Background: an optimization exercise with open tools, aiming at small area. Do not read the settings as production practice. Only simulation tests tie the RTL to the original design; equivalence was not proved. Power is estimated from default activity; no workload was simulated.

==> module run_sequencer, before the edit <==
module run_sequencer #(
    parameter int TICKS_PER_SEC = 1000
) (
    input  logic        clk,
    input  logic        rst_n,
    input  logic        run_en,
    input  logic [31:0] run_cfg,
    input  logic        run_start,
    input  logic        run_stop,
    input  logic        filt_valid,
    output logic        seq_stb0,
    output logic        seq_stb1,
    output logic        lvl_load,
    output logic [1:0]  lvl_code,
    output logic        seq_pv,
    output logic [2:0]  seq_status
);
    localparam logic [9:0] TICK_LAST = 10'h2B2;      
    localparam logic [1:0] LVL_ZERO = 2'd0;
    localparam logic [1:0] LVL_TWO  = 2'd1;
    localparam logic [1:0] LVL_ONE  = 2'd2;
    localparam logic [2:0] SEQ_INIT  = 3'd0;
    localparam logic [2:0] SEQ_WAIT  = 3'd2;
    localparam logic [2:0] SEQ_PRE   = 3'd5;         
    localparam logic [2:0] SEQ_PULSE = 3'd4;
    localparam logic [2:0] SEQ_POST  = 3'd7;
    localparam logic [2:0] ST_OFF   = 3'd0;
    localparam logic [2:0] ST_WAIT  = 3'd1;
    localparam logic [2:0] ST_PRE   = 3'd2;
    localparam logic [2:0] ST_PULSE = 3'd3;
    localparam logic [2:0] ST_POST  = 3'd4;
    logic [2:0] state;
    logic [9:0] tick;                                
    logic [7:0] secs;                                
    logic [7:0] pre_s, pulse_s, post_s;
    logic [7:0] loops_q;                             
    logic       active;
    logic       tick0;
    logic       tick_wrap;
    logic [7:0] lim;
    logic       phase_end;
    function automatic logic [7:0] rca8(input logic [7:0] x, input logic [7:0] y, input logic ci);
        logic c;
        c = ci;
        for (int i = 0; i < 8; i++) begin
            rca8[i] = x[i] ^ y[i] ^ c;
            c       = (x[i] & y[i]) | (x[i] & c) | (y[i] & c);
        end
    endfunction
    assign active    = state[2];
    assign tick0     = (tick == 10'd0);
    assign tick_wrap = (tick == TICK_LAST);
    assign lim       = (state == SEQ_PRE) ? pre_s : (state == SEQ_PULSE) ? pulse_s : post_s;
    assign phase_end = tick0 && (secs == lim);
    always_ff @(posedge clk) begin
        if (!active || phase_end) begin
            tick <= '0;
            secs <= '0;
        end else if (tick_wrap) begin
            tick <= '0;
            secs <= rca8(secs, 8'd0, 1'b1);
        end else begin
            tick <= {tick[8:0], ~(tick[9] ^ tick[6])};
        end
    end
    always_ff @(posedge clk) begin
        if (state == SEQ_WAIT) begin                 
            loops_q <= run_cfg[31:24];
            pre_s   <= run_cfg[23:16];
            pulse_s <= run_cfg[15:8];
            post_s  <= run_cfg[7:0];
        end else if (state == SEQ_POST && phase_end && (|loops_q[7:1])) begin
            loops_q <= rca8(loops_q, 8'hFF, 1'b0);
        end
    end
    assign lvl_load = (state == SEQ_INIT) || (state == SEQ_PRE) || (state == SEQ_PULSE && phase_end);
    always_comb begin
        if (state == SEQ_PRE && phase_end) begin
            lvl_code = LVL_ONE;
        end else if (state == SEQ_PRE && secs == 8'd0) begin
            lvl_code = LVL_TWO;
        end else begin
            lvl_code = LVL_ZERO;
        end
    end
    always_ff @(posedge clk) begin
        begin
            seq_stb0   <= 1'b0;
            seq_stb1   <= 1'b0;
            seq_pv     <= 1'b0;
            seq_status <= ST_OFF;
            if (!run_en) begin
                state <= SEQ_INIT;
            end else begin
                case (state)
                    SEQ_INIT: begin
                        seq_stb0   <= 1'b1;              
                        seq_stb1   <= 1'b1;
                        seq_status <= ST_WAIT;
                        state      <= SEQ_WAIT;
                    end
                    SEQ_WAIT: begin
                        seq_status <= ST_WAIT;
                        if (run_start) begin
                            state <= SEQ_PRE;
                        end
                    end
                    SEQ_PRE: begin
                        seq_status <= ST_PRE;
                        if (tick0 && (secs == 8'd0 || secs == 8'd1 || phase_end)) begin
                            seq_stb1 <= 1'b1;
                        end
                        if (phase_end) begin
                            state <= SEQ_PULSE;
                        end
                    end
                    SEQ_PULSE: begin
                        seq_status <= ST_PULSE;
                        seq_pv     <= 1'b1;
                        if (phase_end) begin
                            seq_stb0 <= 1'b1;            
                            seq_stb1 <= 1'b1;
                            state    <= SEQ_POST;
                        end else begin
                            seq_stb0 <= filt_valid;      
                        end
                    end
                    SEQ_POST: begin
                        seq_status <= ST_POST;
                        if (phase_end) begin
                            state <= ((|loops_q[7:1])) ? SEQ_PRE : SEQ_WAIT;
                        end
                    end
                    default: state <= SEQ_INIT;
                endcase
                if (run_stop && active) begin
                    seq_stb0 <= 1'b0;
                    seq_stb1 <= 1'b0;
                    seq_pv   <= 1'b0;
                    state    <= SEQ_INIT;
                end
            end
        end
    end
endmodule
==> flow/config.mk <==
export PLATFORM = sky130hd
export DESIGN_NAME = ups_top
export DESIGN_NICKNAME = ups_top
export VERILOG_FILES = /design/flow/design.v
export SDC_FILE = /design/flow/constraint.sdc
export NUM_CORES = 4
export LEC_CHECK = 0
export CAP_MARGIN = 20
export CORE_MARGIN = 2
export CORE_UTILIZATION = 40
export CTS_CLUSTER_DIAMETER = 100
export CTS_CLUSTER_SIZE = 30
export SLEW_MARGIN = 20
==> flow/constraint.sdc <==
create_clock -name core_clock -period 8.0 [get_ports {clk}]
set_input_delay 1.6000 -clock core_clock [delete_from_list [all_inputs] [get_ports {clk}]]
set_output_delay 1.6000 -clock core_clock [all_outputs]
set_load 0.01 [all_outputs]
standard.sh (not shown) runs the stock make flow with config.mk's settings and CLKGATE_MAP_FILE= SYNTH_SCRIPT=/design/flow/synth_recipe.tcl, a recipe that flattens the netlist after the stock synthesis.
==> flow/flow/run.sh <==
#!/bin/bash
# The standard layout, with each port buffered by the smallest buffer cell
# and a clock tree without dummy loads, small buffers above the leaf level
set -euo pipefail
bash standard.sh \
  "BUFFER_PORTS_ARGS=-buffer_cell sky130_fd_sc_hd__buf_1" \
  "CTS_ARGS=-sink_clustering_enable -repair_clock_nets -sink_clustering_size 30 -sink_clustering_max_diameter 100 -dont_use_dummy_load -root_buf sky130_fd_sc_hd__clkbuf_4 -tree_buf sky130_fd_sc_hd__clkbuf_4 -sink_clustering_buffer sky130_fd_sc_hd__clkbuf_16" \
  finish > standard.log 2>&1
The starting point went through all stages and came out clean.
==> next run, changes <==
--- a/flow/design.v
+++ b/flow/design.v
@@ -123,13 +123,13 @@
 );
     localparam logic [9:0] TICK_LAST = 10'h2B2;      
     localparam logic [1:0] LVL_ZERO = 2'd0;
     localparam logic [1:0] LVL_TWO  = 2'd1;
     localparam logic [1:0] LVL_ONE  = 2'd2;
     localparam logic [2:0] SEQ_INIT  = 3'd0;
-    localparam logic [2:0] SEQ_WAIT  = 3'd2;
+    localparam logic [2:0] SEQ_WAIT  = 3'd3;
     localparam logic [2:0] SEQ_PRE   = 3'd5;         
     localparam logic [2:0] SEQ_PULSE = 3'd4;
     localparam logic [2:0] SEQ_POST  = 3'd7;
     localparam logic [2:0] ST_OFF   = 3'd0;
     localparam logic [2:0] ST_WAIT  = 3'd1;
     localparam logic [2:0] ST_PRE   = 3'd2;
Die area rises by 0.41%.
Critical path depth does not change.
Count of clock-buffer cells in the layout rises by 1.
Wire length goes down by about 0.9%.
Power increases by 0.35%.
Synthesized cell count is unchanged.
Via count rises by 1.5%.
Sequential power hardly moves.
Global-route usage barely changes.
Clock power increases by about 3%.
Utilization increases by 0.12 points.
Final area goes up by 0.52%.

-- afterwards: timing with drivers on the ports --
No port has a modelled driver above. Below, the same layouts with a new extraction and two added sets of constraints. Step 1 sets driving cells, clkbuf_16 on the clock port and buf_2 on the other inputs (assumed; they add their load-dependent delay and slew). Step 2 also shifts input and output timing later by t, the mid clock arrival at the registers, as if the neighbouring blocks saw the same clock. a / b / c = ideal ports / drivers / drivers and shift; a / b = the first two.
run | shift t [ns] | setup WS [ns] | hold WS [ns] | worst register clock-pin slew, ns | cell pins on the clock port's net
the first run | 0.698 | 1.111 / 1.111 / 1.111 | 0.330 / 0.330 / 0.330 | 0.11 / 0.11 | 1
the second run | 0.698 | 1.061 / 1.061 / 1.061 | 0.250 / 0.250 / 0.250 | 0.11 / 0.11 | 1
After both steps every run listed still meets setup and hold.
